Source: an optimization exercise on an open RTL-to-GDS flow (aim: small area and a short achievable clock period). Production flows keep margins and buffers that such runs may drop.
At most, simulation tests tie the RTL to the original design; equivalence was not proved.
The RTL of runs 7 and 8 was laid out without a check of its function.
Power and IR drop assume default switching activity.

<file path="design/flow/config.mk">
export PLATFORM = sky130hd
export DESIGN_NAME = spi_ram_slave_burst
export DESIGN_NICKNAME = spi_ram_slave_burst
export VERILOG_FILES = /design/flow/design.v
export SDC_FILE = /design/flow/constraint.sdc
export NUM_CORES = 4
export LEC_CHECK = 0
export ABC_CLOCK_PERIOD_IN_PS = 2000
export CAP_MARGIN = 20
export CORE_MARGIN = 2
export CORE_UTILIZATION = 72
export CTS_CLUSTER_DIAMETER = 90
export CTS_CLUSTER_SIZE = 30
export SETUP_SLACK_MARGIN = 2.4
export SLEW_MARGIN = 20
</file>
<file path="design/flow/constraint.sdc">
create_clock -name core_clock -period 4.4 [get_ports {clk}]
set_input_delay 0.8800 -clock core_clock [delete_from_list [all_inputs] [get_ports {clk}]]
set_output_delay 0.8800 -clock core_clock [all_outputs]
set_load 0.01 [all_outputs]
</file>
<file path="design/flow/design.v">
module spi_ram_slave_burst #(
  parameter int DATA_WIDTH = 8,
  parameter int ADDR_WIDTH = 8,
  parameter bit BURST_EN   = 1'b1
) (
  input  logic clk,
  input  logic rst_n,
  input  logic SS_n,
  input  logic MOSI,
  output logic MISO
);
  logic       idle_q;    
  logic       c1_q;      
  logic       c0_q;      
  logic       data_q;    
  logic [2:0] cnt_q;     
  logic [1:0] cmd_q;
  logic       cmp_q;     
  logic [7:0] rx_q;      
  logic [7:1] tx_q;      
  logic       miso_q;
  logic       rst_seen_q;  
  logic       sel2_q;      
  assign MISO = miso_q;
  wire last_bit  = data_q && (cnt_q == 3'd7);
  wire act_waddr = cmp_q && (cmd_q == 2'b00);
  wire act_wdata = cmp_q && (cmd_q == 2'b01);
  wire act_raddr = cmp_q && (cmd_q == 2'b10);
  wire act_rd    = cmp_q && (cmd_q == 2'b11);
  wire act_rdata = act_rd && !SS_n;
  wire ld_next   = last_bit && (cmd_q == 2'b11);
  logic [7:0]    t_q;        
  logic [2047:0] ring_q;     
  logic [7:0] wt_q;
  logic        wpend_q;
  logic [7:0]  wbuf_q;
  logic [31:0] wen_q;
  logic        wnow_q;    
  logic [7:0]  rs_q;
  logic [31:0] csel_q;
  logic        cat_q;
  logic [7:0]  pf_q;
  logic [7:0] tap_word;
  always_comb begin
    tap_word = '0;
    for (int p = 0; p < 32; p++)
      tap_word = tap_word | ((ring_q[64*p +: 8] ^ {8{p[0]}}) & {8{csel_q[p]}});
  end
  logic [2047:0] ring_d;
  always_comb begin
    ring_d = {ring_q[2039:0], ring_q[2047:2040]};
    for (int p = 0; p < 32; p++)
      ring_d[64*p +: 8] = ~(wen_q[p] ? (wbuf_q ^ {8{!p[0]}}) : ring_d[64*p +: 8]);
  end
  wire [7:0] rx_slot = rx_q + t_q + 8'd1;
  logic       wpend_d;
  logic [7:0] wt_d;
  always_comb begin
    if (rst_seen_q && !wpend_q) wt_d = t_q + 8'd1;
    else if (act_waddr)         wt_d = rx_slot;
    else if (act_wdata)         wt_d = wt_q + 8'd2;
    else                        wt_d = wt_q + 8'd1;
    wpend_d = act_wdata || (wpend_q && !wnow_q);
  end
  logic [7:0] rs_d;
  always_comb begin
    if (rst_seen_q)     rs_d = t_q + 8'd1;
    else if (act_raddr) rs_d = rx_slot;
    else if (act_rdata) rs_d = rs_q + 8'd2;
    else                rs_d = rs_q + 8'd1;
  end
  wire       w_at  = act_wdata ? (wt_q[2:0] == 3'd6) : (wpend_d && wt_q[2:0] == 3'd7);
  wire       c_at  = sel2_q ? (rs_q[2:0] == 3'd6) : (rs_q[2:0] == 3'd7);
  function automatic logic [31:0] port_after(input logic en, input logic [4:0] p);
    logic [31:0] d;
    d = 32'd1 << p;
    port_after = en ? {d[30:0], d[31]} : 32'd0;
  endfunction
  always_ff @(posedge clk) begin
    t_q    <= t_q + 8'd1;
    rx_q   <= {rx_q[6:0], MOSI};
    ring_q <= ring_d;
    wt_q    <= wt_d;
    wpend_q <= wpend_d;
    if (act_wdata) wbuf_q <= rx_q;
    wen_q   <= port_after(w_at, wt_q[7:3]);
    wnow_q  <= w_at;
    rs_q  <= rs_d;
    sel2_q   <= data_q && (cmd_q == 2'b11) && (cnt_q[2:1] == 2'b11);
    cat_q  <= c_at;
    csel_q <= port_after(c_at, rs_q[7:3]);
    if (cat_q) pf_q <= tap_word;
  end
  always_ff @(posedge clk or negedge rst_n) begin
    if (!rst_n)        rst_seen_q <= 1'b1;
    else if (!wpend_q) rst_seen_q <= 1'b0;
  end
  always_ff @(posedge clk or negedge rst_n) begin
    if (!rst_n) begin
      idle_q    <= 1'b1;
      c1_q      <= 1'b0;
      c0_q      <= 1'b0;
      data_q    <= 1'b0;
      cnt_q     <= '0;
      cmd_q     <= '0;
      cmp_q     <= 1'b0;
      tx_q      <= '0;
      miso_q    <= 1'b0;
    end else begin
      if (SS_n) begin
        miso_q <= 1'b0;
        tx_q   <= '0;
      end else if (act_rd) begin
        miso_q <= pf_q[7];
        tx_q   <= pf_q[6:0];
      end else begin
        miso_q <= tx_q[7];
        tx_q   <= {tx_q[6:1], 1'b0};
      end
      cmp_q <= !SS_n && last_bit;
      if (SS_n) begin
        idle_q <= 1'b1;
        c1_q   <= 1'b0;
        c0_q   <= 1'b0;
        data_q <= 1'b0;
      end else begin
        idle_q <= 1'b0;
        c1_q   <= idle_q;
        c0_q   <= c1_q;
        if (c1_q) cmd_q[1] <= MOSI;
        if (c0_q) begin
          cmd_q[0] <= MOSI;
          data_q   <= 1'b1;
          cnt_q    <= '0;
        end else if (data_q) begin
          cnt_q <= cnt_q + 3'd1;
          if (cnt_q == 3'd7 && !cmd_q[0]) data_q <= 1'b0;
        end
      end
    end
  end
endmodule
</file>
<file path="design/flow/flow/run.sh">
#!/bin/bash
# The standard layout, with the I/O pins placed together (flow/io_constraints.tcl).
set -euo pipefail
export IO_CONSTRAINTS="$PWD/flow/io_constraints.tcl"
bash standard.sh > standard.log 2>&1
</file>
<file path="design/flow/flow/io_constraints.tcl">
# Keep the I/O pins together in the middle of the left edge, so that the MISO
# flip-flop and the input logic sit next to their pins.
set_io_pin_constraint -pin_names {rst_n SS_n MOSI MISO clk} -region left:120-160
set_io_pin_constraint -group -order -pin_names {rst_n SS_n MOSI MISO clk}
</file>
<file path="design/flow/standard.sh">
#!/bin/bash
# synth_recipe.tcl (not shown) runs the flow's synth.tcl, then flattens the netlist and writes it again
# the make line also repeats each setting of config.mk as NAME=value (left out here)
make -C /OpenROAD-flow-scripts/flow DESIGN_CONFIG=/design/flow/config.mk WORK_HOME=/design/flow/orfs CLKGATE_MAP_FILE= SYNTH_SCRIPT=/design/flow/synth_recipe.tcl "${@:-finish}"
</file>
==> results of run 1 <==
-- final cells by class --
type	instances	area, um2	area share
Inverter	34	144	0.00268
Sequential cell	2183	44000	0.821
Antenna cell	3	7.51	0.000140
Clock inverter	6	67.6	0.00126
Multi-Input combinational cell	778	5820	0.109
Clock buffer	96	2170	0.0404
Timing Repair Buffer	32	245	0.00457
Tap cell	931	1160	0.0217
-- registers in the layout (all words and copies together), names as in the netlist, 2 cells and up --
| register | count |
|---|---|
| cmd_q | 2 |
| cnt_q | 3 |
| csel_q | 32 |
| pf_q | 8 |
| ring_q | 2048 |
| rs_q | 8 |
| rx_q | 8 |
| t_q | 8 |
| tx_q | 7 |
| wbuf_q | 8 |
| wen_q | 32 |
| wt_q | 8 |
-- timing repair --
| item | in CTS | in global routing |
|---|---|---|
| resized for setup | 32 | 16 |
| buffers inserted | 7 | 4 |
| pin swaps | 6 | 6 |
| endpoints found under the setup margin | 9 | 33 |
| cloned | 1 | 0 |
-- power by group through the flow --
stage	sequential (mW)	clock, mW	combinational, mW
floorplan	20.6	0	0.637
global placement	20.8	0	0.680
detailed placement	20.8	0	0.696
CTS	20.3	9.12	0.712
global route	20.4	9.75	0.836
finish	20.3	9.06	0.764
-- cells by family after synthesis --
group | synth area share
AND/OR/NAND/NOR | 0.0278
adder cells (fa/ha/maj) | 0.00438
multiplexers | 0.0540
buffers and inverters | 0.0103
XOR/XNOR | 0.00331
AO/OA/AOI/OAI | 0.0247
flip-flops | 0.875
-- per-stage QoR --
step	hold slack, ns	std cells	setup WS (ns)	total power, mW
2_1_floorplan	0.310	3088	2.25	21.2
3_3_place_gp	0.310	3946	1.50	21.5
3_5_place_dp	0.312	3946	1.49	21.5
4_1_cts	0.322	4056	2.30	30.2
5_1_grt	0.328	4062	2.27	31.0
6_report	0.316	4063	2.33	30.2
-- cells in the mapped netlist, types with 17 or more instances --
cell type | instances | share of area
dfxtp_1 | 2146 | 0.86
edfxtp_1 | 18 | 0.011
mux2i_1 | 266 | 0.053
inv_1 | 19 | 0.0014
clkbuf_1 | 78 | 0.0058
o21ai_1 | 21 | 0.0021
o22ai_1 | 28 | 0.0035
o21ai_0 | 50 | 0.0050
a221oi_1 | 19 | 0.0033
dfrtp_1 | 17 | 0.0085
nor2_1 | 79 | 0.0059
nand2_1 | 88 | 0.0066
nor3_1 | 25 | 0.0025
-- how the worst max path moves through the flow --
stage	startpoint	end	slack [ns]	cells after the start
5_1_grt	miso_q	MISO	2.27	1
4_1_cts	miso_q	MISO	2.30	1
2_1_floorplan	SS_n	rs_q[7]	2.25	7
3_5_place_dp	SS_n	rs_q[7]	1.49	7
3_3_place_gp	SS_n	rs_q[7]	1.50	7
6_report	miso_q	MISO	2.33	1
-- metal layers --
layer  global-route usage  vias to the layer above
met3               0.0575                      201
met4               0.0880                        0
met1                0.424                    10700
met2                0.427                      710
li1                     -                    10100
met5                    0                        -
==> results_dict.tcl, run 1 <==
set metrics [dict create \
    ys_ff_latch 2183 \
    drive_gt1_frac 0.0591 \
    reg2reg_depth 4 \
    drcViolationCount 0 \
    synth.distinct_cells 66 \
    min_path_cells 0 \
    yosysWarnings 1 \
    arrival_ns 1.19 \
    synthToLayoutAreaGrowth_pct 6.74 \
    die_area_um2 71900 \
    fmax_mhz 483 \
    fin_area_um2 53600 \
    final_util 0.779 \
    root_buffer "clkbuf_16" \
    wl_per_cell_um 25.1 \
    min_to "ring_q[1381]" \
    crit_fanout 1 \
    p_seq_frac 0.674 \
    max_stage_delay_ns 0.38 \
    hp-start "ring_q[1373]" \
    ys.flop_type "dfxtp_1" \
    coreArea_um2 68800 \
    setup_viol 0 \
    rr_startpoint "csel_q[21]" \
    clock-sinks 2183 \
    final.setup.tns_ns 0 \
    grtUsageTotal 0.285 \
    maxSlewHeadroom 0.209 \
    clkPwrFrac 0.300 \
    die_y_um 268 \
    grt_pass1_vias 21100 \
    grt_pass1_wl_um 143000 \
    power_density_nw_per_um2 563 \
    wl_met2_um 43700 \
    period_share 0.470 \
    htree_levels 3 \
    hold_class "flop to flop" \
    crit_path_cell_trace "buf_2" \
    mostFrequentLayoutCells "dfxtp_1, mux2i_1, nand2_1" \
    wl_met3_um 6490 \
    syn_area_um2 50200 \
    tightest_slew_ns 1.18 \
    hold_viol 0 \
    met1_length_um 48000 \
    async_flop_share 0.00870 \
    clkSlewWorstSetupHoldPaths_ns 0.11 \
    final_max_slew_viol_count 0 \
    vdd_drop_max_v 0.000438 \
    grt_setup_unrepaired "yes" \
    placed_area_um2 51200 \
    switching_power_mw 6.24 \
    worst-path-buf-inv 1 \
    p_leak_nw 20.8 \
    clk_latency_ns 0.68 \
    synth.yosys.seq_area_share 0.875 \
    final_antenna_net_count 0 \
    detailed_place_hpwl_um 64900 \
    switching_share 0.207 \
    grt_overflow_total 0 \
    dr.first_iter.drc_count 1901 \
    final_common_cell "dfxtp_1" \
    gp_congestion 0.881 \
    start_util 0.730 \
    top_layer "met4" \
    clk_path_buf_depth 3 \
    cap_violations 0 \
    criticalPathCategory "flop to primary output" \
    combPwrFrac 0.025 \
    synth_enable_flop_cells 18 \
    p_int_mw 23.9 \
    placementRows 96 \
    wirelength_um 102000 \
    vias 21700 \
    via_per_inst 5.34 \
    syn_avg_cell_area_um2 16.3 \
    endpoint_kind "primary output" \
    r2r_end "pf_q[4]" \
    crit_family "flip-flops" \
    cp.required_ns 3.52 \
    grt_start_max_net_pins 32 \
    antenna_found_initial 13 \
    numCtsBuffers 82 \
    cts_tree "built" \
    r2r_slack_ns 2.35 \
    synth_cells 3088 \
    status "complete, no violations" \
    io_pins 5 \
    fin_skew_ns 0.0237 \
    cp-start-kind "flop" \
    nFillCells 3909 \
    critPathSlowestCell "dfrtp_1" \
    synth_fp_nets 3109 \
    finalNetCount 3132 \
    firstDrtPassIters 6 \
    io_buffer_count 4 \
    holdBufCountCts 0 \
    die_w_um 268 \
    fin_crit_ns 2.07 \
]
==> inputs of run 2 (changes only) <==
--- a/design/flow/config.mk
+++ b/design/flow/config.mk
@@ -9,7 +9,7 @@
 export CAP_MARGIN = 20
 export CORE_MARGIN = 2
-export CORE_UTILIZATION = 72
+export CORE_UTILIZATION = 65
 export CTS_CLUSTER_DIAMETER = 90
 export CTS_CLUSTER_SIZE = 30
-export SETUP_SLACK_MARGIN = 2.4
+export SETUP_SLACK_MARGIN = 2.0
 export SLEW_MARGIN = 20
==> run 2 against run 1 <==
  * Still clean
  * Cell count is 2.0% higher
  * Synthesized area unchanged
  * Clock-buffer cell count down 3
  * Die area increased by 11%
  * Utilization shrank 7.7 points
  * Maximum frequency shrank 9.7%
  * Critical path type is now flop to flop
==> results_dict.tcl, run 2 <==
set metrics [dict create \
    endpoint_kind "flop" \
    final_antenna_net_count 0 \
    finalNetCount 3115 \
    antenna_found_initial 7 \
    status "complete, no violations" \
    syn_avg_cell_area_um2 16.3 \
    use_met1 0.389 \
    post_cts_buffers 0 \
    cp-start-kind "flop" \
    synth.most_common_cell "dfxtp_1" \
    grt_util_met2 0.363 \
    die_area_um2 79500 \
    registers.top_by_ff_count "ring_q" \
    synth.distinct_cells 66 \
    cap_violations 0 \
    grt_pass1_vias 20500 \
    io_buffer_count 4 \
    busiest_layer "met1" \
    via_per_inst 5.14 \
    dp_slack_ns 1.19 \
    die_y_um 282 \
    vdd_drop_max_v 0.000370 \
    arrival_ns 2.70 \
    dr.first_iter.drc_count 1883 \
    grtUsageTotal 0.253 \
    start_util 0.659 \
    fin_crit_ns 2.29 \
    clk_latency_ns 0.68 \
    final_common_cell "dfxtp_1" \
    fmax_mhz 436 \
    drcViolationCount 0 \
    p_leak_nw 20.6 \
    crit_fanout 8 \
    placementRows 101 \
    wirelength_um 100000 \
    synth_cells 3088 \
    largest_register_ffs 2048 \
    hold_class "flop to flop" \
    cp.required_ns 4.80 \
    synth_top_area_frac 0.855 \
    wl_per_cell_um 24.1 \
    firstDrtPassIters 5 \
    vias 21300 \
    detailed_place_hpwl_um 64400 \
    htree_levels 3 \
    synth_enable_flop_cells 18 \
    async_flop_share 0.00870 \
    met3_usage 0.0555 \
    fin_skew_ns 0.0292 \
    holdBufCountCts 0 \
    final.setup.tns_ns 0 \
    synth_commonest_cells "dfxtp_1, mux2i_1, nand2_1" \
    largest_registers "ring_q (2048), csel_q (32), wen_q (32)" \
    grt_start_max_net_pins 32 \
    maxSlewHeadroom 0.204 \
    clkSlewWorstSetupHoldPaths_ns 0.12 \
    root_buffer "clkbuf_16" \
    final_max_slew_viol_count 0 \
    tightest_slew_ns 1.19 \
    grt_overflow_total 0 \
    setup_viol 0 \
    drive_gt1_frac 0.0431 \
    clk_path_buf_depth 3 \
    period_share 0.521 \
    synth_area_leaders "dfxtp_1, mux2i_1, edfxtp_1" \
    yosysWarnings 1 \
    synth_fp_nets 3109 \
    cts_tree "built" \
    synthToLayoutAreaGrowth_pct 6.43 \
    io_pins 5 \
    die_w_um 282 \
    mostFrequentLayoutCells "dfxtp_1, mux2i_1, nand2_1" \
    coreArea_um2 76200 \
    power_density_nw_per_um2 561 \
    final.setup.worst_slack_ns 2.11 \
    ys.flop_type "dfxtp_1" \
    synth.yosys.seq_area_share 0.875 \
    grt_pass1_wl_um 141000 \
    nFillCells 5110 \
    criticalPathCategory "flop to flop" \
    gp_congestion 0.853 \
    numCtsBuffers 82 \
    ys_ff_latch 2183 \
    clock-sinks 2183 \
    hold_viol 0 \
    syn_area_um2 50200 \
    yosysTopAreaCell "dfxtp_1" \
    grt_setup_unrepaired "no" \
]
## run 2: changes by cell type in the layout (fill, tap and decap cells not counted), moves of 3 or more
| cell | before | now |
|---|---|---|
| inv_2 | 11 | 15 |
| dfxtp_2 | 18 | 3 |
| dfxtp_1 | 2127 | 2143 |
| clkinv_2 | 3 | 0 |
| inv_1 | 16 | 19 |
| inv_4 | 6 | 0 |
| buf_4 | 26 | 11 |
## run 2: worst max-delay path, cell delays in order, from the launching register on
cell and delay, ns:
dfxtp_1 0.56, a22o_1 0.30, a221oi_1 0.31, nand4_1 0.28, or4_1 0.59
## run 2: repair_timing
action                                  in CTS  in global routing
pin swaps                                    0                  0
gates resized for setup                      2                  2
endpoints found under the setup margin       3                  3
## run 2: stage by stage
step	std cells	power (mW)	hold slack, ns	util	cell area, um2
floorplan	3088	21.2	0.310	-	50200
global placement	4040	21.5	0.310	0.673	51300
detailed placement	4040	21.5	0.312	0.673	51300
CTS	4139	30.1	0.315	0.701	53400
global route	4139	30.9	0.325	0.701	53500
finish	4143	30.0	0.314	0.702	53500
## run 2: kinds of logic after synthesis
family,share of synthesized area
flip-flops,0.875
AND/OR/NAND/NOR,0.0278
multiplexers,0.0540
AO/OA/AOI/OAI,0.0247
buffers and inverters,0.0103
XOR/XNOR,0.00331
adder cells (fa/ha/maj),0.00438
## run 2: report_power, final
part	switching, mW	internal, mW	total [mW]	leakage [nW]
Sequential	0.324	20.0	20.3	17.9
Combinational	0.407	0.300	0.707	1.64
Clock	5.47	3.49	8.96	1.07
## run 2: layout make-up
type,instances,area (um2),share of cell area
clock buffer,93,2110,0.0395
multi-input combinational,778,5740,0.107
clock inverter,6,75.1,0.00140
inverter,34,128,0.00239
antenna,4,10.0,0.000187
sequential,2183,44000,0.823
timing repair buffer,15,124,0.00232
tap,1030,1290,0.0241
## run 2: final timing paths
kind                                    end  cells after the start   startpoint  slack, ns
worst min register to register  ring_q[595]                      0  ring_q[587]       0.31
max in group asynchronous           tx_q[5]                      1        rst_n       3.19
worst max-delay path                pf_q[5]                      4   csel_q[30]       2.11
worst min-delay path            ring_q[595]                      0  ring_q[587]       0.31
min in group asynchronous            miso_q                      1        rst_n       0.68
worst max register to register      pf_q[5]                      4   csel_q[30]       2.11
## run 2: routing by layer
layer | share of wire | wire length, um
met1 | 0.49 | 49100
met5 | 0 | 0
met2 | 0.41 | 41100
met3 | 0.066 | 6610
met4 | 0.032 | 3160
==> inputs of run 3 (changes only) <==
--- a/design/flow/config.mk
+++ b/design/flow/config.mk
@@ -6,4 +6,5 @@
 export NUM_CORES = 4
 export LEC_CHECK = 0
+export ABC_AREA = 1
 export ABC_CLOCK_PERIOD_IN_PS = 2000
 export CAP_MARGIN = 20
@@ -12,4 +13,4 @@
 export CTS_CLUSTER_DIAMETER = 90
 export CTS_CLUSTER_SIZE = 30
-export SETUP_SLACK_MARGIN = 2.0
+export SETUP_SLACK_MARGIN = 2.4
 export SLEW_MARGIN = 20
==> run 3 against run 2 <==
  * Still clean on timing, DRC and antenna
  * Routed wire length is 4.8% higher
  * Via count is 9.4% higher
  * Cell count is 11% higher
  * Non-clock buffer count is 9 higher
  * Clock-buffer cell count is 3 lower
  * Combinational power is 35% higher
  * Synthesized cell count is 14% higher
  * Clock power is 0.6% higher
  * Hold slack hardly changed
  * Worst setup slack better by 0.20 ns
  * Synthesized area hardly changed
  * Total power is 3.6% higher
==> results_dict.tcl, run 3 <==
set metrics [dict create \
    status "complete, no violations" \
    synth.most_common_cell "dfxtp_1" \
    grt_pass1_vias 22500 \
    wl_per_cell_um 22.9 \
    die_area_um2 79500 \
    placed_area_um2 51300 \
    period_share 0.475 \
    yosysWarnings 1 \
    fin_crit_ns 2.09 \
    synth_enable_flop_cells 18 \
    final.setup.tns_ns 0 \
    synth_cells 3516 \
    vdd_drop_max_v 0.000528 \
    synthSimpleGateAreaFrac 0.0586 \
    clk_path_buf_depth 3 \
    maxSlewHeadroom 0.232 \
    fin_area_um2 53600 \
    numCtsBuffers 83 \
    crit_family "flip-flops" \
    coreArea_um2 76200 \
    cp.required_ns 3.52 \
    min_path_cells 0 \
    drcViolationCount 0 \
    synth_xor_area_frac 0.00279 \
    power_density_nw_per_um2 580 \
    synth.area.mux_share 0 \
    hold_class "flop to flop" \
    setup_viol 0 \
    mostFrequentLayoutCells "dfxtp_1, nand2_1, o21ai_0" \
    holdBufCountCts 0 \
    largest_registers "ring_q (2048), csel_q (32), wen_q (32)" \
    grtUsageTotal 0.266 \
    p_leak_nw 21.1 \
    synth.distinct_cells 44 \
    total_power_mw 31.1 \
    criticalPathCategory "flop to primary output" \
    placementRows 101 \
    start_util 0.659 \
    hold_viol 0 \
    synth_top_family_by_area "simple AND/OR/NAND/NOR gates" \
    synthAdderAreaFrac 0.00438 \
    clock-sinks 2183 \
    die_y_um 282 \
    grt_start_max_net_pins 32 \
    dr.first_iter.drc_count 2150 \
    antenna_found_initial 11 \
    fin_skew_ns 0.0253 \
    io_pins 5 \
    dp_slack_ns 1.72 \
    crit_path_end "MISO" \
    die_w_um 282 \
    synth_top_area_frac 0.855 \
    htree_levels 3 \
    final_common_cell "dfxtp_1" \
    final_max_slew_viol_count 0 \
    cts_tree "built" \
    async_flop_share 0.00870 \
    ys_ff_latch 2183 \
    max_stage_delay_ns 0.41 \
    fmax_mhz 478 \
    via_per_inst 5.09 \
    synth_fp_nets 3537 \
    io_buffer_count 4 \
    regArea_um2 44000 \
    worst-path-buf-inv 1 \
    registers.top_by_ff_count "ring_q" \
    finalNetCount 3557 \
    clkSlewWorstSetupHoldPaths_ns 0.11 \
    crit_path_start "miso_q" \
    endpoint_kind "primary output" \
    crit_fanout 1 \
    final_antenna_net_count 0 \
    reg2reg_depth 7 \
    detailed_place_hpwl_um 71200 \
    tightest_slew_ns 1.15 \
    largest_register_ffs 2048 \
    clk_latency_ns 0.67 \
    path_depth 1 \
    critPathSlowestCell "dfrtp_1" \
    crit_path_cell_trace "buf_2" \
    drive_gt1_frac 0.0417 \
    arrival_ns 1.21 \
    wirelength_um 105000 \
    root_buffer "clkbuf_16" \
    grt_pass1_wl_um 149000 \
    firstDrtPassIters 5 \
    synth_commonest_cells "dfxtp_1, nand2_1, o21ai_0" \
    syn_avg_cell_area_um2 14.3 \
    synth_area_leaders "dfxtp_1, nand2_1, o21ai_0" \
    cp-start-kind "flop" \
    syn_area_um2 50200 \
    grt_overflow_total 0 \
    nFillCells 5149 \
    ys.flop_type "dfxtp_1" \
    cap_violations 0 \
    r2r_slack_ns 2.46 \
    grt_setup_unrepaired "yes" \
    synth.yosys.seq_area_share 0.876 \
    multi_input_area_um2 5600 \
    rr_startpoint "cmd_q[1]" \
    r2r_end "wen_q[8]" \
    synth_compound_area_frac 0.0453 \
    final.setup.worst_slack_ns 2.31 \
    gp_congestion 0.901 \
    synthToLayoutAreaGrowth_pct 6.75 \
    yosysTopAreaCell "dfxtp_1" \
    vias 23300 \
]
==> run 3: repair_timing <==
action | 4_1_cts | 5_1_grt
resized for setup | 8 | 8
hold endpoints to repair | 0 | 0
pin swaps | 0 | 2
endpoints found under the setup margin | 5 | 13
cloned | 0 | 0
buffers inserted | 0 | 4
==> run 3: area by class of cell <==
type,instances,share of cell area
flip-flops and latches,2183,0.820
multi-input cells,1161,0.105
clock buffers,90,0.0392
well taps,1030,0.0240
inverters,83,0.00607
repair buffers,24,0.00359
clock inverters,8,0.00208
diodes,5,0.000233
==> run 3: kinds of logic (layout without fill, tap and decap cells) <==
| kind of cell | after synthesis | count (layout) |
|---|---|---|
| AOI/OAI and AO/OA | 411 | 411 |
| xor gates and xnor gates | 16 | 16 |
| adders and majority gates | 17 | 17 |
| buffers and inverters | 172 | 205 |
| DFF | 2183 | 2183 |
| other | 0 | 5 |
| and+or+nand+nor | 717 | 717 |
==> run 3: through the flow <==
stage / utilization / cells / hold WS [ns]
final: 0.704 / 4584 / 0.314
after global routing: 0.704 / 4579 / 0.314
after CTS: 0.703 / 4575 / 0.316
after detailed placement: 0.674 / 4477 / 0.312
after global placement: 0.673 / 4476 / 0.310
after floorplan: - / 3516 / 0.310
==> run 3: worst min path at each step <==
| stage | start | end | slack (ns) |
|---|---|---|---|
| floorplan | ring_q[992] | ring_q[1000] | 0.31 |
| global placement | ring_q[140] | ring_q[148] | 0.31 |
| detailed placement | ring_q[1778] | ring_q[1786] | 0.31 |
| CTS | ring_q[905] | ring_q[913] | 0.32 |
| global route | ring_q[905] | ring_q[913] | 0.31 |
| finish | ring_q[905] | ring_q[913] | 0.31 |
==> run 3: layer usage <==
metal	vias up	GRT usage	share of wire
met4	2	0.0802	0.036
met5	-	0	0.000095
met3	171	0.0351	0.054
li1	11200	-	-
met2	631	0.410	0.44
met1	11300	0.394	0.47
==> run 3: power by group <==
group | internal (mW) | leakage, nW | switching [mW]
registers | 20.6 | 18.0 | 0.512
clock network | 3.50 | 1.09 | 5.51
logic | 0.303 | 2.03 | 0.648
==> inputs of run 4 (changes only) <==
--- a/design/flow/config.mk
+++ b/design/flow/config.mk
@@ -6,5 +6,4 @@
 export NUM_CORES = 4
 export LEC_CHECK = 0
-export ABC_AREA = 1
 export ABC_CLOCK_PERIOD_IN_PS = 2000
 export CAP_MARGIN = 20
==> run 4 against run 3 <==
  * Register-to-register slack lost 0.04 ns
  * Cell count shrank 9.2%
  * Still clean on timing, DRC and antenna
  * Largest power group unchanged
  * Clock power is essentially flat
  * Critical endpoint unchanged
  * Sequential cell count is the same
  * Synthesized area is essentially flat
  * Design area grew 0.27%
==> results_dict.tcl, run 4 <==
set metrics [dict create \
    status "complete, no violations" \
    power_density_nw_per_um2 560 \
    max_stage_delay_ns 0.39 \
    drive_gt1_frac 0.0588 \
    placementRows 101 \
    clkSlewWorstSetupHoldPaths_ns 0.11 \
    htree_levels 3 \
    async_flop_share 0.00870 \
    finalNetCount 3130 \
    nFillCells 5006 \
    grtUsageTotal 0.253 \
    largest_registers "ring_q (2048), csel_q (32), wen_q (32)" \
    via_per_inst 5.16 \
    synth_commonest_cells "dfxtp_1, mux2i_1, nand2_1" \
    endpoint_kind "primary output" \
    crit_family "flip-flops" \
    final_max_slew_viol_count 0 \
    largest_register_ffs 2048 \
    cts_tree "built" \
    cp.required_ns 3.52 \
    crit_path_cell_trace "buf_6" \
    vdd_drop_max_v 0.000365 \
    critPathSlowestCell "dfrtp_1" \
    syn_avg_cell_area_um2 16.3 \
    fmax_mhz 486 \
    synth_cells 3088 \
    synth_top_area_frac 0.855 \
    synth.most_common_cell "dfxtp_1" \
    clock-sinks 2183 \
    setup_viol 0 \
    yosysWarnings 1 \
    die_y_um 282 \
    cp-start-kind "flop" \
    grt_pass1_vias 20700 \
    coreArea_um2 76200 \
    mostFrequentLayoutCells "dfxtp_1, mux2i_1, nand2_1" \
    grt_pass1_wl_um 141000 \
    dp_slack_ns 1.52 \
    ys_ff_latch 2183 \
    total_power_mw 30.1 \
    ys.flop_type "dfxtp_1" \
    dp.cells 4047 \
    whs_ns 0.317 \
    arrival_ns 1.18 \
    maxSlewHeadroom 0.203 \
    grt_setup_unrepaired "yes" \
    synth.distinct_cells 66 \
    grt_overflow_total 0 \
    numCtsBuffers 82 \
    wl_per_cell_um 24.1 \
    io_buffer_count 4 \
    drcViolationCount 0 \
    firstDrtPassIters 5 \
    start_util 0.659 \
    vias 21500 \
    die_area_um2 79500 \
    period_share 0.467 \
    multi_input_area_um2 5840 \
    fin_crit_ns 2.06 \
    synth.yosys.seq_area_share 0.875 \
    detailed_place_hpwl_um 65100 \
    synth_area_leaders "dfxtp_1, mux2i_1, edfxtp_1" \
    tightest_slew_ns 1.19 \
    synth_enable_flop_cells 18 \
    io_pins 5 \
    syn_area_um2 50200 \
    clk_path_buf_depth 3 \
    synth_fp_nets 3109 \
    yosysTopAreaCell "dfxtp_1" \
    wirelength_um 100000 \
    registers.top_by_ff_count "ring_q" \
    criticalPathCategory "flop to primary output" \
    final.setup.worst_slack_ns 2.34 \
    synthToLayoutAreaGrowth_pct 7.03 \
    regArea_um2 44000 \
    root_buffer "clkbuf_16" \
    fin_skew_ns 0.0357 \
    hold_viol 0 \
    cap_violations 0 \
    clk_latency_ns 0.67 \
    final.setup.tns_ns 0 \
    gp_congestion 0.882 \
    die_w_um 282 \
    grt_start_max_net_pins 32 \
    crit_fanout 1 \
    final_antenna_net_count 0 \
    hold_class "flop to flop" \
    antenna_found_initial 15 \
    dr.first_iter.drc_count 1865 \
    final_common_cell "dfxtp_1" \
    p_leak_nw 20.8 \
    instances_no_fill 4161 \
    worst-path-buf-inv 1 \
]
==> run 4: changes by cell type after synthesis, sizes merged, moves of 18 or more <==
cell	before	now
o21ai	301	71
inv	78	34
nor3	7	27
mux2i	0	268
a211oi	21	3
nand2	473	88
nor2	143	79
nand3	56	11
nand4	34	10
==> run 4: logic make-up after synthesis <==
logic type | Yosys count | share of synthesized area
AO/OA/AOI/OAI | 187 | 0.0247
buffers and inverters | 127 | 0.0103
flip-flops | 2183 | 0.875
adder cells (fa/ha/maj) | 17 | 0.00438
multiplexers | 270 | 0.0540
AND/OR/NAND/NOR | 285 | 0.0278
XOR/XNOR | 19 | 0.00331
==> run 4: power by group <==
group,total (mW),switching [mW],internal (mW)
registers,20.3,0.306,20.0
clock network,9.00,5.44,3.56
logic,0.758,0.435,0.323
==> run 4: what timing repair did <==
item | CTS | global route
pin swaps | 7 | 10
hold buffers | 0 | 0
gates cloned | 1 | 0
buffers inserted | 5 | 2
setup endpoints to repair | 11 | 32
resized for setup | 25 | 31
==> run 4: metrics by stage <==
step,utilization,cell area (um2)
floorplan,-,50300
global placement,0.673,51300
detailed placement,0.674,51300
CTS,0.704,53700
global route,0.705,53800
finish,0.706,53800
==> run 4: path summary, 6_finish.rpt <==
kind | from | to | slack, ns | cells after the start
setup / recovery | miso_q | MISO | 2.34 | 1
hold / removal | ring_q[1869] | ring_q[1877] | 0.32 | 0
setup reg to reg | csel_q[11] | pf_q[7] | 2.42 | 4
hold reg to reg | ring_q[1869] | ring_q[1877] | 0.32 | 0
max in group asynchronous | rst_n | cmd_q[0] | 3.13 | 1
min in group asynchronous | rst_n | c1_q | 0.68 | 1
==> run 4: layout make-up <==
| class | instances | share of cell area |
|---|---|---|
| diodes | 4 | 0.000186 |
| clock buffers | 97 | 0.0404 |
| clock inverters | 5 | 0.00121 |
| inverters | 34 | 0.00279 |
| multi-input cells | 778 | 0.109 |
| flip-flops and latches | 2183 | 0.818 |
| well taps | 1030 | 0.0240 |
| repair buffers | 30 | 0.00440 |
==> run 4: layer usage <==
layer | GRT usage | vias to the layer above | routed length (um)
li1 | - | 10100 | -
met1 | 0.389 | 10600 | 49400
met2 | 0.366 | 661 | 41100
met3 | 0.0442 | 197 | 6120
met4 | 0.0795 | 0 | 3500
met5 | 0 | - | 0
==> inputs of run 5 (changes only) <==
--- a/design/flow/config.mk
+++ b/design/flow/config.mk
@@ -10,6 +10,6 @@
 export CORE_MARGIN = 2
 export CORE_UTILIZATION = 65
-export CTS_CLUSTER_DIAMETER = 90
-export CTS_CLUSTER_SIZE = 30
+export CTS_CLUSTER_DIAMETER = 70
+export CTS_CLUSTER_SIZE = 33
 export SETUP_SLACK_MARGIN = 2.4
 export SLEW_MARGIN = 20
==> run 5 against run 4 <==
  * Synthesized area unchanged
  * Non-clock buffer count rose by 2
  * Synthesized cell count unchanged
  * Routed wire length is essentially flat
  * Critical path depth stayed put
  * Sequential power barely moved
  * Die area did not move
  * Cell count about the same
  * Critical path type unchanged
  * Largest power group unchanged
==> results_dict.tcl, run 5 <==
set metrics [dict create \
    status "complete, no violations" \
    grt_overflow_total 0 \
    htree_levels 3 \
    min_path_cells 0 \
    yosysWarnings 1 \
    synth_enable_flop_cells 18 \
    placementRows 101 \
    crit_fanout 1 \
    clk_latency_ns 0.67 \
    cp-start-kind "flop" \
    die_y_um 282 \
    via_per_inst 5.13 \
    start_util 0.659 \
    finalNetCount 3127 \
    firstDrtPassIters 5 \
    synth_cells 3088 \
    arrival_ns 1.18 \
    synth.distinct_cells 66 \
    dr.first_iter.drc_count 1859 \
    max_stage_delay_ns 0.39 \
    io_pins 5 \
    vias 21300 \
    dp_slack_ns 1.52 \
    endpoint_kind "primary output" \
    maxSlewHeadroom 0.190 \
    ys.flop_type "dfxtp_1" \
    grt_setup_unrepaired "yes" \
    crit_family "flip-flops" \
    die_w_um 282 \
    grt_pass1_vias 20600 \
    whs_ns 0.318 \
    final_common_cell "dfxtp_1" \
    hold_class "flop to flop" \
    detailed_place_hpwl_um 65100 \
    final.setup.worst_slack_ns 2.34 \
    path_depth 1 \
    wl_per_cell_um 24.1 \
    yosysTopAreaCell "dfxtp_1" \
    grtUsageTotal 0.252 \
    largest_registers "ring_q (2048), csel_q (32), wen_q (32)" \
    clk_path_buf_depth 3 \
    worst-path-buf-inv 1 \
    syn_avg_cell_area_um2 16.3 \
    mostFrequentLayoutCells "dfxtp_1, mux2i_1, nand2_1" \
    synth.most_common_cell "dfxtp_1" \
    io_buffer_count 4 \
    synthToLayoutAreaGrowth_pct 6.81 \
    fin_crit_ns 2.06 \
    registers.top_by_ff_count "ring_q" \
    final_antenna_net_count 0 \
    fmax_mhz 486 \
    final_max_slew_viol_count 0 \
    vdd_drop_max_v 0.000389 \
    die_area_um2 79500 \
    hold_viol 0 \
    tightest_slew_ns 1.21 \
    grt_pass1_wl_um 140000 \
    ys_ff_latch 2183 \
    crit_path_cell_trace "buf_6" \
    drive_gt1_frac 0.0598 \
    synth.yosys.seq_area_share 0.875 \
    hp-start "ring_q[1243]" \
    synth_fp_nets 3109 \
    period_share 0.468 \
    clock-sinks 2183 \
    numCtsBuffers 77 \
    grt_start_max_net_pins 35 \
    regArea_um2 44000 \
    power_density_nw_per_um2 557 \
    syn_area_um2 50200 \
    final.setup.tns_ns 0 \
    criticalPathCategory "flop to primary output" \
    synth_commonest_cells "dfxtp_1, mux2i_1, nand2_1" \
    antenna_found_initial 14 \
    holdBufCountCts 0 \
    synth_area_leaders "dfxtp_1, mux2i_1, edfxtp_1" \
    crit_path_start "miso_q" \
    largest_register_ffs 2048 \
    synth_top_area_frac 0.855 \
    async_flop_share 0.00870 \
    reg2reg_depth 7 \
    gp_congestion 0.882 \
    root_buffer "clkbuf_16" \
    critPathSlowestCell "dfrtp_1" \
    wirelength_um 100000 \
    p_leak_nw 20.7 \
    rr_startpoint "wt_q[1]" \
    fin_skew_ns 0.0188 \
    cp.required_ns 3.52 \
    cap_violations 0 \
    multi_input_area_um2 5830 \
    clkSlewWorstSetupHoldPaths_ns 0.11 \
    coreArea_um2 76200 \
    setup_viol 0 \
    cts_tree "built" \
    drcViolationCount 0 \
    nFillCells 5030 \
]
[run 5: cell counts after synthesis]
Identical to the previous run, type by type.
[run 5: layout make-up]
type / instances / share of cell area
sequential: 2183 / 0.820
multi-input combinational: 778 / 0.109
clock buffer: 87 / 0.0370
tap: 1030 / 0.0240
timing repair buffer: 32 / 0.00483
inverter: 34 / 0.00284
clock inverter: 11 / 0.00231
antenna: 2 / 0.0000933
[run 5: report_power, final]
group	switching (mW)	leakage, nW	internal (mW)
clock network	5.46	1.03	3.32
registers	0.311	17.9	20.0
logic	0.436	1.75	0.328
[run 5: cell families (layout without fill, tap and decap cells)]
group                      count (synthesis)  in the layout  share of synthesized area
xor gates and xnor gates                  19             19                    0.00331
DFF                                     2183           2183                      0.875
and+or+nand+nor                          285            285                     0.0278
muxes                                    270            270                     0.0540
buffers and inverters                    127            164                     0.0103
other                                      0              2                          0
AOI/OAI and AO/OA                        187            187                     0.0247
adders and majority gates                 17             17                    0.00438
[run 5: final timing paths]
| path | slack [ns] | endpoint |
|---|---|---|
| max | 2.34 | MISO |
| min | 0.32 | ring_q[1251] |
| max reg2reg | 2.42 | wen_q[18] |
| min reg2reg | 0.32 | ring_q[1251] |
| max in group asynchronous | 3.12 | cmd_q[0] |
| min in group asynchronous | 0.69 | cnt_q[2] |
[run 5: timing repair]
action                                  in CTS  in global routing
gates cloned                                 1                  0
buffers inserted                             7                  2
resized for setup                           32                 28
pin swaps                                    7                  9
endpoints found under the hold margin        0                  0
endpoints found under the setup margin      15                 29
[run 5: per-stage QoR]
| stage | cells | util | power (mW) | instance area (um2) |
|---|---|---|---|---|
| finish | 4157 | 0.704 | 29.9 | 53700 |
| CTS | 4153 | 0.703 | 30.0 | 53600 |
| detailed placement | 4047 | 0.674 | 21.5 | 51300 |
| floorplan | 3088 | - | 21.2 | 50300 |
| global placement | 4047 | 0.673 | 21.5 | 51300 |
| global route | 4155 | 0.704 | 30.8 | 53700 |
[run 5: routing by layer]
layer	routed length (um)	global-route usage
met2	41500	0.367
met3	5700	0.0451
met4	3540	0.0801
met1	49400	0.384
met5	0	0
==> inputs of run 6 (changes only) <==
--- a/design/flow/config.mk
+++ b/design/flow/config.mk
@@ -10,6 +10,6 @@
 export CORE_MARGIN = 2
 export CORE_UTILIZATION = 65
-export CTS_CLUSTER_DIAMETER = 70
-export CTS_CLUSTER_SIZE = 33
-export SETUP_SLACK_MARGIN = 2.4
+export CTS_CLUSTER_DIAMETER = 90
+export CTS_CLUSTER_SIZE = 30
+export SETUP_SLACK_MARGIN = 2.6
 export SLEW_MARGIN = 20
==> run 6 against run 5 <==
  * Global-route usage up 0.50 points
  * Non-clock buffer count increased by 63
  * Still clean
  * Synthesized cell count unchanged
  * Largest power group unchanged
  * Critical path type unchanged
  * Register-to-register slack got worse by 0.03 ns
  * Sequential share of layout area is 1.7 points lower
  * Critical path depth stayed put
==> results_dict.tcl, run 6 <==
set metrics [dict create \
    die_y_um 282 \
    cap_violations 0 \
    yosysTopAreaCell "dfxtp_1" \
    finalNetCount 3196 \
    root_buffer "clkbuf_16" \
    vdd_drop_max_v 0.000390 \
    grt_start_max_net_pins 32 \
    whs_ns 0.292 \
    wirelength_um 102000 \
    clkPwrFrac 0.300 \
    synth.most_common_cell "dfxtp_1" \
    coreArea_um2 76200 \
    final.setup.tns_ns 0 \
    wl_per_cell_um 24.2 \
    endpoint_kind "primary output" \
    fin_skew_ns 0.0385 \
    final_common_cell "dfxtp_1" \
    arrival_ns 1.19 \
    die_w_um 282 \
    worst-path-buf-inv 1 \
    synth_fp_nets 3109 \
    clkSlewWorstSetupHoldPaths_ns 0.11 \
    final_max_slew_viol_count 0 \
    synth.distinct_cells 66 \
    drive_gt1_frac 0.106 \
    dr.first_iter.drc_count 1693 \
    cp.required_ns 3.52 \
    synthToLayoutAreaGrowth_pct 9.25 \
    io_buffer_count 4 \
    clk_latency_ns 0.67 \
    final_util 0.720 \
    synth_area_leaders "dfxtp_1, mux2i_1, edfxtp_1" \
    registers.top_by_ff_count "ring_q" \
    fin_crit_ns 2.07 \
    tightest_slew_ns 1.21 \
    period_share 0.471 \
    synth_commonest_cells "dfxtp_1, mux2i_1, nand2_1" \
    combPwrFrac 0.031 \
    grtUsageTotal 0.257 \
    final.setup.worst_slack_ns 2.33 \
    cts_tree "built" \
    grt_pass1_vias 20700 \
    p_leak_nw 21.3 \
    clock-sinks 2183 \
    final_antenna_net_count 0 \
    ys_ff_latch 2183 \
    grt_setup_unrepaired "yes" \
    synth_top_area_frac 0.855 \
    critPathSlowestCell "dfrtp_1" \
    nFillCells 4935 \
    detailed_place_hpwl_um 64300 \
    vias 21500 \
    start_util 0.659 \
    p_int_mw 24.1 \
    antenna_found_initial 10 \
    gp_congestion 0.861 \
    synth_enable_flop_cells 18 \
    setup_viol 0 \
    crit_path_cell_trace "buf_6" \
    syn_avg_cell_area_um2 16.3 \
    dp_slack_ns 1.23 \
    largest_registers "ring_q (2048), csel_q (32), wen_q (32)" \
    status "complete, no violations" \
    hold_class "flop to flop" \
    maxSlewHeadroom 0.192 \
    io_pins 5 \
    ys.flop_type "dfxtp_1" \
    drcViolationCount 0 \
    switching_share 0.210 \
    max_stage_delay_ns 0.41 \
    crit_family "flip-flops" \
    multi_input_area_um2 6180 \
    fmax_mhz 482 \
    crit_fanout 1 \
    grt_overflow_total 0 \
    largest_register_ffs 2048 \
    switching_power_mw 6.40 \
    cp-start-kind "flop" \
    regArea_um2 44100 \
    numCtsBuffers 83 \
    via_per_inst 5.10 \
    power_density_nw_per_um2 555 \
    grt_pass1_wl_um 142000 \
    yosysWarnings 1 \
    firstDrtPassIters 5 \
    htree_levels 3 \
    synth.yosys.seq_area_share 0.875 \
    hold_viol 0 \
    async_flop_share 0.00870 \
    clk_path_buf_depth 3 \
    syn_area_um2 50200 \
    die_area_um2 79500 \
    p_seq_frac 0.669 \
    criticalPathCategory "flop to primary output" \
    synth_cells 3088 \
    placementRows 101 \
    mostFrequentLayoutCells "dfxtp_1, mux2i_1, clkbuf_16" \
]
[run 6: layout make-up]
cell class              instances  share of cell area
clock buffers                  97              0.0400
repair buffers                 95              0.0155
inverters                      34             0.00383
well taps                    1030              0.0235
diodes                          1           0.0000456
flip-flops and latches       2183               0.803
multi-input cells             778               0.113
clock inverters                 7             0.00182
[run 6: routing by layer]
layer  GRT usage  routed length, um  vias to the layer above
met5           0                  0                        -
met2       0.374              43000                      591
met4      0.0708               2750                        0
li1            -                  -                    10200
met1       0.394              50300                    10600
met3      0.0500               6330                      147
[run 6: path summary, 6_finish.rpt]
check                       startpoint  slack (ns)          end  depth (start not counted)
max                             miso_q        2.33         MISO                          1
min                        ring_q[555]        0.29  ring_q[563]                          0
max reg2reg                  csel_q[4]        2.39      pf_q[5]                          5
min reg2reg                ring_q[555]        0.29  ring_q[563]                          0
max in group asynchronous        rst_n        3.12     cmd_q[0]                          1
min in group asynchronous        rst_n        0.69         c1_q                          1
[run 6: through the flow]
step	instance area, um2	cells	total power [mW]
CTS	54400	4208	30.5
detailed placement	51300	4044	21.5
global placement	51300	4044	21.5
global route	54900	4224	31.4
finish	54900	4225	30.5
floorplan	50300	3088	21.2
[run 6: logic make-up after synthesis]
group           after synthesis  synth area share
compound gates              187            0.0247
mux                         270            0.0540
simple gates                285            0.0278
fa+ha+maj                    17           0.00438
xor+xnor                     19           0.00331
buf+inv                     127            0.0103
flops                      2183             0.875
[run 6: what timing repair did]
action | CTS | global route
pin swaps | 18 | 23
gates cloned | 0 | 0
endpoints found under the setup margin | 70 | 66
hold buffers | 0 | 0
gates resized for setup | 126 | 77
setup buffers | 60 | 16
endpoints found under the hold margin | 0 | 0
[run 6: power groups by stage]
stage	Clock, mW	Sequential (mW)	Combinational (mW)
after floorplan	0	20.6	0.636
after global placement	0	20.8	0.695
after detailed placement	0	20.8	0.712
after CTS	9.26	20.3	0.844
after global routing	9.96	20.4	1.02
final	9.14	20.4	0.943
==> inputs of run 7 (changes only) <==
==> design/flow/design.v (replaced) <==
module spi_ram_slave_burst #(
  parameter int DATA_WIDTH = 8,
  parameter int ADDR_WIDTH = 8,
  parameter bit BURST_EN   = 1'b1
) (
  input  logic clk,
  input  logic rst_n,
  input  logic SS_n,
  input  logic MOSI,
  output logic MISO
);
  logic       idle_q;    
  logic       c1_q;      
  logic       c0_q;      
  logic       data_q;    
  logic [2:0] cnt_q;     
  logic [1:0] cmd_q;
  logic       cmp_q;     
  logic [7:0] rx_q;      
  logic [7:1] tx_q;      
  logic       miso_q;
  logic [7:0] wr_addr_q;
  logic [7:0] rd_addr_q;
  logic       sel2_q;    
  assign MISO = miso_q;
  wire last_bit  = data_q && (cnt_q == 3'd7);
  wire act_waddr = cmp_q && (cmd_q == 2'b00);
  wire act_wdata = cmp_q && (cmd_q == 2'b01);
  wire act_raddr = cmp_q && (cmd_q == 2'b10);
  wire act_rd    = cmp_q && (cmd_q == 2'b11);
  wire act_rdata = act_rd && !SS_n;
  logic [3:0]    t_q;        
  logic [2047:0] ring_q;     
  logic        wpend_q;
  logic [7:0]  wa_q;
  logic [7:0]  wbuf_q;
  logic [31:0] wen_q;
  logic        wnow_q;    
  logic [31:0] csel_q;
  logic        cat_q;
  logic [7:0]  pf_q;
  logic [7:0] tap_word;
  always_comb begin
    tap_word = '0;
    for (int p = 0; p < 32; p++)
      tap_word = tap_word | ((ring_q[64*p +: 8] ^ {8{p[0]}}) & {8{csel_q[p]}});
  end
  logic [2047:0] ring_d;
  always_comb begin
    for (int r = 0; r < 16; r++)
      ring_d[128*r +: 128] = {ring_q[128*r +: 120], ring_q[128*r + 120 +: 8]};
    for (int p = 0; p < 32; p++)
      ring_d[64*p +: 8] = ~(wen_q[p] ? (wbuf_q ^ {8{!p[0]}}) : ring_d[64*p +: 8]);
  end
  wire       wpend_d = act_wdata || (wpend_q && !wnow_q);
  wire [7:0] w_addr  = act_wdata ? wr_addr_q : wa_q;
  wire [3:0] w_pos   = w_addr[3:0] + t_q + 4'd2;
  wire       w_at    = wpend_d && (w_pos[2:0] == 3'd0);
  wire [3:0] c_pos = rd_addr_q[3:0] + t_q + 4'd1 + {3'd0, sel2_q};
  wire       c_at  = (c_pos[2:0] == 3'd0);
  wire       c_cy  = sel2_q && (rd_addr_q[3:0] == 4'hf);
  function automatic logic [31:0] port_sel(input logic en, input logic [3:0] ring,
                                           input logic half);
    port_sel = en ? (32'd1 << {ring, half}) : 32'd0;
  endfunction
  always_ff @(posedge clk) begin
    t_q    <= t_q + 4'd1;
    rx_q   <= {rx_q[6:0], MOSI};
    ring_q <= ring_d;
    wpend_q <= wpend_d;
    if (act_wdata) begin
      wa_q   <= wr_addr_q;
      wbuf_q <= rx_q;
    end
    wen_q  <= port_sel(w_at, w_addr[7:4], w_pos[3]);
    wnow_q <= w_at;
    sel2_q <= data_q && (cmd_q == 2'b11) && (cnt_q[2:1] == 2'b11);
    cat_q  <= c_at;
    csel_q <= port_sel(c_at, rd_addr_q[7:4] + {3'd0, c_cy}, c_pos[3]);
    if (cat_q) pf_q <= tap_word;
  end
  always_ff @(posedge clk or negedge rst_n) begin
    if (!rst_n) begin
      idle_q    <= 1'b1;
      c1_q      <= 1'b0;
      c0_q      <= 1'b0;
      data_q    <= 1'b0;
      cnt_q     <= '0;
      cmd_q     <= '0;
      cmp_q     <= 1'b0;
      tx_q      <= '0;
      miso_q    <= 1'b0;
      wr_addr_q <= '0;
      rd_addr_q <= '0;
    end else begin
      if (act_waddr) wr_addr_q <= rx_q;
      if (act_wdata) wr_addr_q <= wr_addr_q + 8'd1;
      if (act_raddr) rd_addr_q <= rx_q;
      if (act_rdata) rd_addr_q <= rd_addr_q + 8'd1;
      if (SS_n) begin
        miso_q <= 1'b0;
        tx_q   <= '0;
      end else if (act_rd) begin
        miso_q <= pf_q[7];
        tx_q   <= pf_q[6:0];
      end else begin
        miso_q <= tx_q[7];
        tx_q   <= {tx_q[6:1], 1'b0};
      end
      cmp_q <= !SS_n && last_bit;
      if (SS_n) begin
        idle_q <= 1'b1;
        c1_q   <= 1'b0;
        c0_q   <= 1'b0;
        data_q <= 1'b0;
      end else begin
        idle_q <= 1'b0;
        c1_q   <= idle_q;
        c0_q   <= c1_q;
        if (c1_q) cmd_q[1] <= MOSI;
        if (c0_q) begin
          cmd_q[0] <= MOSI;
          data_q   <= 1'b1;
          cnt_q    <= '0;
        end else if (data_q) begin
          cnt_q <= cnt_q + 3'd1;
          if (cnt_q == 3'd7 && !cmd_q[0]) data_q <= 1'b0;
        end
      end
    end
  end
endmodule
--- a/design/flow/config.mk
+++ b/design/flow/config.mk
@@ -12,4 +12,4 @@
 export CTS_CLUSTER_DIAMETER = 90
 export CTS_CLUSTER_SIZE = 30
-export SETUP_SLACK_MARGIN = 2.6
+export SETUP_SLACK_MARGIN = 2.4
 export SLEW_MARGIN = 20
==> run 7 against run 6 <==
  * Clock skew fell by 0.0054 ns
  * First-iteration DRC count rose by 15%
  * Utilization fell by 0.16 points
  * Routed wire length rose by 6.3%
  * Cell count fell by 0.90%
==> results_dict.tcl, run 7 <==
set metrics [dict create \
    status "complete, no violations" \
    async_flop_share 0.0156 \
    p_leak_nw 21.4 \
    mostFrequentLayoutCells "dfxtp_1, mux2i_1, clkbuf_16" \
    instances_no_fill 4187 \
    io_pins 5 \
    final_util 0.719 \
    grt_start_max_net_pins 35 \
    fin_skew_ns 0.0331 \
    die_w_um 282 \
    wirelength_um 109000 \
    final.setup.worst_slack_ns 1.47 \
    arrival_ns 3.46 \
    vdd_drop_max_v 0.000424 \
    grtUsageTotal 0.273 \
    root_buffer "clkbuf_16" \
    ys_ff_latch 2186 \
    htree_levels 3 \
    die_area_um2 79600 \
    period_share 0.667 \
    grt_overflow_total 0 \
    hold_viol 0 \
    nFillCells 5017 \
    hold_class "flop to flop" \
    placementRows 102 \
    fmax_mhz 341 \
    synth_area_leaders "dfxtp_1, mux2i_1, dfrtp_1" \
    largest_registers "ring_q (2048), csel_q (32), wen_q (32)" \
    holdBufCountCts 0 \
    fin_crit_ns 2.93 \
    synth_fp_nets 3080 \
    grt_setup_unrepaired "yes" \
    final.setup.tns_ns 0 \
    synth_top_area_frac 0.850 \
    wl_per_cell_um 26.0 \
    grt_pass1_vias 21300 \
    synth.distinct_cells 58 \
    maxSlewHeadroom 0.106 \
    yosysWarnings 1 \
    ys.flop_type "dfxtp_1" \
    tightest_slew_ns 1.33 \
    r2r_slack_ns 1.47 \
    endpoint_kind "flop" \
    final_antenna_net_count 0 \
    fin_area_um2 55400 \
    clock-sinks 2186 \
    finalNetCount 3155 \
    cp-start-kind "flop" \
    whs_ns 0.314 \
    total_power_mw 29.3 \
    dp.cells 4028 \
    via_per_inst 5.19 \
    synth.most_common_cell "dfxtp_1" \
    dr.first_iter.drc_count 1943 \
    vias 21800 \
    syn_avg_cell_area_um2 16.5 \
    drcViolationCount 0 \
    gp_congestion 0.952 \
    synth.yosys.seq_area_share 0.876 \
    dp_slack_ns 0.974 \
    synth_cells 3057 \
    antenna_found_initial 10 \
    placed_area_um2 51600 \
    power_density_nw_per_um2 529 \
    largest_register_ffs 2048 \
    final_common_cell "dfxtp_1" \
    registers.top_by_ff_count "ring_q" \
    synth_commonest_cells "dfxtp_1, mux2i_1, clkbuf_1" \
    clkSlewWorstSetupHoldPaths_ns 0.11 \
    clk_path_buf_depth 3 \
    start_util 0.653 \
    detailed_place_hpwl_um 71600 \
    crit_fanout 16 \
    firstDrtPassIters 6 \
    clk_latency_ns 0.69 \
    drive_gt1_frac 0.118 \
    grt_pass1_wl_um 151000 \
    final_max_slew_viol_count 0 \
    coreArea_um2 77100 \
    criticalPathCategory "flop to flop" \
    setup_viol 0 \
    die_y_um 282 \
    synthToLayoutAreaGrowth_pct 10.1 \
    yosysTopAreaCell "dfxtp_1" \
    syn_area_um2 50300 \
    cap_violations 0 \
    cts_tree "built" \
    cp.required_ns 4.92 \
    numCtsBuffers 82 \
    io_buffer_count 4 \
    synth_enable_flop_cells 16 \
]
## run 7: changes by cell type after synthesis, moves of 9 or more
cell       delta
a2bb2oi_1    +28
a22oi_1       +9
dfxtp_1      -10
o2111ai_1     -9
inv_2        -15
inv_1        +26
nand2_1      -35
dfrtp_1      +16
nor3_1       +45
a221oi_1     -17
nor2_1       -61
a21oi_1       +9
o21ai_1      -17
## run 7: kinds of logic after synthesis
| family | Yosys count | share of synthesized area |
|---|---|---|
| flip-flops | 2186 | 0.876 |
| multiplexers | 273 | 0.0547 |
| AND/OR/NAND/NOR | 236 | 0.0247 |
| AO/OA/AOI/OAI | 193 | 0.0263 |
| buffers and inverters | 139 | 0.0106 |
| adder cells (fa/ha/maj) | 19 | 0.00502 |
| XOR/XNOR | 11 | 0.00221 |
## run 7: layer usage
metal  part of all wire  wire length (um)  track usage
met4              0.037              4010       0.0935
met5            0.00018                20            0
met1               0.46             50400        0.397
met2               0.44             47800        0.417
met3              0.061              6580       0.0500
## run 7: layout make-up
type | count | area, um2 | share of cell area
Sequential cell | 2186 | 44100 | 0.797
Multi-Input combinational cell | 733 | 6700 | 0.121
Clock buffer | 92 | 2130 | 0.0385
Tap cell | 1040 | 1300 | 0.0235
Timing Repair Buffer | 84 | 822 | 0.0148
Inverter | 45 | 228 | 0.00411
Clock inverter | 6 | 67.6 | 0.00122
Antenna cell | 1 | 2.50 | 0.0000452
## run 7: worst max-delay path, stage by stage (launching register included)
cell and delay [ns]:
dfrtp_2 0.42, nand3b_1 0.19, buf_12 0.16, mux2i_4 0.18, ha_1 0.27, inv_1 0.06
ha_2 0.17, inv_2 0.04, fa_2 0.34, xor2_2 0.18, xnor2_4 0.28, xor2_4 0.19
buf_12 0.20, nor3_2 0.07
## run 7: path summary, 6_finish.rpt
check	from	end	depth (start not counted)
setup / recovery	cmd_q[1]	wen_q[1]	13
max in group asynchronous	rst_n	rd_addr_q[1]	2
hold / removal	ring_q[989]	ring_q[997]	0
hold reg to reg	ring_q[989]	ring_q[997]	0
setup reg to reg	cmd_q[1]	wen_q[1]	13
min in group asynchronous	rst_n	c1_q	2
## run 7: repair_timing
action                                  CTS  global route
resized for setup                       152            87
endpoints found under the setup margin   89            76
pin swaps                                29            25
buffers inserted                         46            13
cloned                                    1             0
## run 7: report_power, final
| group | internal [mW] | total (mW) | switching, mW |
|---|---|---|---|
| Clock | 3.51 | 9.02 | 5.50 |
| Combinational | 0.134 | 0.354 | 0.219 |
| Sequential | 19.8 | 19.9 | 0.0770 |
==> inputs of run 8 (changes only) <==
==> design/flow/design.v (replaced) <==
module spi_ram_slave_burst #(
  parameter int DATA_WIDTH = 8,
  parameter int ADDR_WIDTH = 8,
  parameter bit BURST_EN   = 1'b1
) (
  input  logic clk,
  input  logic rst_n,
  input  logic SS_n,
  input  logic MOSI,
  output logic MISO
);
  logic       idle_q;    
  logic       c1_q;      
  logic       c0_q;      
  logic       data_q;    
  logic [2:0] cnt_q;     
  logic [1:0] cmd_q;
  logic       cmp_q;     
  logic [7:0] rx_q;      
  logic [7:1] tx_q;      
  logic       miso_q;
  logic [7:0] wr_addr_q;
  logic [7:0] rd_addr_q;
  assign MISO = miso_q;
  wire last_bit  = data_q && (cnt_q == 3'd7);
  wire act_waddr = cmp_q && (cmd_q == 2'b00);
  wire act_wdata = cmp_q && (cmd_q == 2'b01);
  wire act_raddr = cmp_q && (cmd_q == 2'b10);
  wire act_rd    = cmp_q && (cmd_q == 2'b11);
  wire act_rdata = act_rd && !SS_n;
  logic [7:0]    t_q;        
  logic [2047:0] ring_q;     
  logic       wpend_q;
  logic [7:0] wbuf_q;
  logic [7:0] ws_q;
  logic [7:0] rs_q;
  logic [7:0] pf_q;
  wire do_wr = wpend_q && (ws_q[2:0] == 3'd0);
  wire rd_at = (rs_q[2:0] == 3'd0);
  logic [7:0] tap_word;
  always_comb begin
    tap_word = '0;
    for (int p = 0; p < 32; p++)
      tap_word = tap_word | (ring_q[64*p +: 8] & {8{rs_q[7:3] == 5'(p)}});
  end
  wire [7:0] rd_word = rd_at ? tap_word : pf_q;
  logic [2047:0] ring_d;
  always_comb begin
    ring_d = {ring_q[2039:0], ring_q[2047:2040]};
    for (int p = 0; p < 32; p++)
      if (do_wr && ws_q[7:3] == 5'(p)) ring_d[64*p +: 8] = wbuf_q;
  end
  always_ff @(posedge clk) begin
    t_q  <= t_q + 8'd1;
    rx_q <= {rx_q[6:0], MOSI};
    ring_q <= ring_d;
    if (act_wdata) begin
      wpend_q <= 1'b1;
      wbuf_q  <= rx_q;
      ws_q    <= wr_addr_q + t_q + 8'd2;
    end else begin
      if (do_wr) wpend_q <= 1'b0;
      ws_q <= ws_q + 8'd1;
    end
    rs_q <= rd_addr_q + t_q + 8'd1 + {7'd0, act_rd};
    if (rd_at) pf_q <= tap_word;
  end
  always_ff @(posedge clk or negedge rst_n) begin
    if (!rst_n) begin
      idle_q    <= 1'b1;
      c1_q      <= 1'b0;
      c0_q      <= 1'b0;
      data_q    <= 1'b0;
      cnt_q     <= '0;
      cmd_q     <= '0;
      cmp_q     <= 1'b0;
      tx_q      <= '0;
      miso_q    <= 1'b0;
      wr_addr_q <= '0;
      rd_addr_q <= '0;
    end else begin
      if (act_waddr) wr_addr_q <= rx_q;
      if (act_wdata) wr_addr_q <= wr_addr_q + 8'd1;
      if (act_raddr) rd_addr_q <= rx_q;
      if (act_rdata) rd_addr_q <= rd_addr_q + 8'd1;
      if (SS_n) begin
        miso_q <= 1'b0;
        tx_q   <= '0;
      end else if (act_rdata) begin
        miso_q <= rd_word[7];
        tx_q   <= rd_word[6:0];
      end else begin
        miso_q <= tx_q[7];
        tx_q   <= {tx_q[6:1], 1'b0};
      end
      cmp_q <= !SS_n && last_bit;
      if (SS_n) begin
        idle_q <= 1'b1;
        c1_q   <= 1'b0;
        c0_q   <= 1'b0;
        data_q <= 1'b0;
      end else begin
        idle_q <= 1'b0;
        c1_q   <= idle_q;
        c0_q   <= c1_q;
        if (c1_q) cmd_q[1] <= MOSI;
        if (c0_q) begin
          cmd_q[0] <= MOSI;
          data_q   <= 1'b1;
          cnt_q    <= '0;
        end else if (data_q) begin
          cnt_q <= cnt_q + 3'd1;
          if (cnt_q == 3'd7 && !cmd_q[0]) data_q <= 1'b0;
        end
      end
    end
  end
endmodule
==> design/flow/run.sh (new file) <==
#!/bin/bash
# synth_recipe.tcl (not shown) runs the flow's synth.tcl, then flattens the netlist and writes it again
# the make line also repeats each setting of config.mk as NAME=value (left out here)
make -C /OpenROAD-flow-scripts/flow DESIGN_CONFIG=/design/flow/config.mk WORK_HOME=/design/flow/orfs CLKGATE_MAP_FILE= SYNTH_SCRIPT=/design/flow/synth_recipe.tcl finish
==> design/flow/config.mk (replaced) <==
export PLATFORM = sky130hd
export DESIGN_NAME = spi_ram_slave_burst
export DESIGN_NICKNAME = spi_ram_slave_burst
export VERILOG_FILES = /design/flow/design.v
export SDC_FILE = /design/flow/constraint.sdc
export NUM_CORES = 4
export LEC_CHECK = 0
export CAP_MARGIN = 20
export CORE_MARGIN = 2
export CORE_UTILIZATION = 40
export SLEW_MARGIN = 20
removed: design/flow/flow/run.sh
removed: design/flow/flow/io_constraints.tcl
removed: design/flow/standard.sh
==> run 8 against run 7 <==
  * Sequential share of layout area is 6.3 points lower
  * Non-clock buffer count is 52 lower
  * Global-route usage decreased by 9.8 points
  * Clock-buffer cell count is 185 higher
  * First-iteration DRC count down 29%
  * Hold slack got worse by 0.0014 ns
  * Critical endpoint is now miso_q
==> results_dict.tcl, run 8 <==
set metrics [dict create \
    status "complete, no violations" \
    synth.yosys.seq_area_share 0.854 \
    die_w_um 358 \
    maxSlewHeadroom 0.260 \
    mostFrequentLayoutCells "dfxtp_1, mux2_2, clkbuf_16" \
    placed_area_um2 52200 \
    synth_top_area_frac 0.833 \
    grt_pass1_vias 22100 \
    synth.most_common_cell "dfxtp_1" \
    synth_commonest_cells "dfxtp_1, mux2_2, nand3_1" \
    wirelength_um 111000 \
    grt_pass1_wl_um 158000 \
    gp_congestion 0.941 \
    clkPwrFrac 0.435 \
    yosysTopAreaCell "dfxtp_1" \
    die_area_um2 128000 \
    via_per_inst 4.44 \
    syn_area_um2 50200 \
    die_y_um 358 \
    synthSimpleGateAreaFrac 0.0415 \
    registers.top_by_ff_count "ring_q" \
    fmax_mhz 321 \
    synth.distinct_cells 63 \
    criticalPathCategory "flop to flop" \
    grtUsageTotal 0.176 \
    cts_tree "built" \
    reg2reg_depth 8 \
    async_flop_share 0.0160 \
    grt_start_max_net_pins 35 \
    synth_area_leaders "dfxtp_1, mux2_2, dfrtp_1" \
    combPwrFrac 0.034 \
    htree_levels 4 \
    io_buffer_count 4 \
    synth_top_family_by_area "multiplexers" \
    cp-start-kind "flop" \
    switching_power_mw 7.95 \
    dr.first_iter.drc_count 1385 \
    cp.required_ns 5.07 \
    wl_per_cell_um 22.1 \
    vias 22400 \
    largest_register_ffs 2048 \
    io_pins 5 \
    p_seq_frac 0.531 \
    fin_skew_ns 0.0231 \
    endpoint_kind "flop" \
    fin_crit_ns 3.12 \
    nFillCells 10700 \
    synthToLayoutAreaGrowth_pct 16.4 \
    power_density_nw_per_um2 635 \
    p_leak_nw 23.6 \
    arrival_ns 3.79 \
    regArea_um2 42900 \
    firstDrtPassIters 5 \
    ys_ff_latch 2131 \
    clk_latency_ns 0.80 \
    synth_cells 3117 \
    synth.area.mux_share 0.0604 \
    final_antenna_net_count 0 \
    holdBufCountCts 0 \
    synth_fp_nets 3157 \
    synth_enable_flop_cells 8 \
    detailed_place_hpwl_um 76600 \
    coreArea_um2 125000 \
    synthAdderAreaFrac 0.00927 \
    p_int_mw 29.2 \
    root_buffer "clkbuf_16" \
    clock-sinks 2131 \
    antenna_found_initial 29 \
    post_cts_buffers 0 \
    grt_setup_unrepaired "no" \
    switching_share 0.214 \
]
## run 8: cell types whose count changed in the layout (fill, tap and decap cells not counted), sizes merged, moves of 18 or more
| cell | change |
|---|---|
| nor2 | +26 |
| mux2 | +259 |
| o21ai | -25 |
| clkbuf | +185 |
| buf | -53 |
| a2bb2oi | -38 |
| and3 | +34 |
| nor3 | -59 |
| nand3 | +121 |
| mux2i | -262 |
| clkinv | +25 |
| dfxtp | -47 |
| o22ai | -27 |
| nand4 | +18 |
## run 8: cells by family (layout without fill, tap and decap cells)
group,after synthesis,count (layout)
other,0,4
AOI/OAI and AO/OA,147,147
adders and majority gates,36,36
buffers and inverters,119,391
DFF,2131,2131
muxes,270,270
xor gates and xnor gates,27,27
and+or+nand+nor,387,387
## run 8: path summary, 6_finish.rpt
kind | start | slack, ns | endpoint
worst max-delay path | rs_q[6] | 1.28 | miso_q
worst min-delay path | ring_q[51] | 0.31 | ring_q[59]
worst max register to register | rs_q[6] | 1.28 | miso_q
worst min register to register | ring_q[51] | 0.31 | ring_q[59]
max in group asynchronous | rst_n | 3.50 | tx_q[2]
min in group asynchronous | rst_n | 0.53 | rd_addr_q[7]
## run 8: worst max-delay path, cell delays in order (launching register included)
cell and delay, ns:
dfxtp_1 0.52, buf_4 0.33, nor3b_2 0.13, buf_4 0.24
and3_1 0.22, a2111oi_0 0.75, nand4_1 0.18, o32a_1 0.40
a22o_1 0.21
## run 8: layout make-up
type | instances | area share
sequential | 2131 | 0.734
timing repair buffer | 32 | 0.00428
inverter | 25 | 0.00160
clock inverter | 57 | 0.0116
tap | 1650 | 0.0353
multi-input combinational | 867 | 0.118
antenna | 4 | 0.000171
clock buffer | 277 | 0.0951
## run 8: through the flow
stage,worst slack [ns],std cells,power (mW),util,hold WS (ns)
detailed placement,1.30,4705,21.4,0.418,0.312
finish,1.28,5043,37.1,0.468,0.313
global route,1.24,5039,38.4,0.467,0.315
floorplan,2.06,3117,20.9,-,0.310
global placement,1.40,4705,21.4,0.418,0.310
CTS,1.28,5039,37.5,0.467,0.312
## run 8: metal layers
layer / global-route usage / wire length, um
met4: 0.0648 / 3490
met2: 0.276 / 50400
met3: 0.0343 / 4220
met1: 0.241 / 53200
met5: 0 / 27
## run 8: power groups by stage
stage | Sequential [mW] | Clock (mW) | Combinational (mW)
after floorplan | 20.0 | 0 | 0.837
after global placement | 20.2 | 0 | 1.22
after detailed placement | 20.2 | 0 | 1.22
after CTS | 19.7 | 16.5 | 1.23
after global routing | 19.7 | 17.3 | 1.34
final | 19.7 | 16.1 | 1.25

Re-timed with assumed drivers on the ports (clkbuf_16 on the clock, buf_2 on other inputs), run 8 has 1.282 ns of setup slack against 1.282 ns with ideal ports, and 1.282 ns once port delays also move by the mid clock arrival of 0.853 ns.
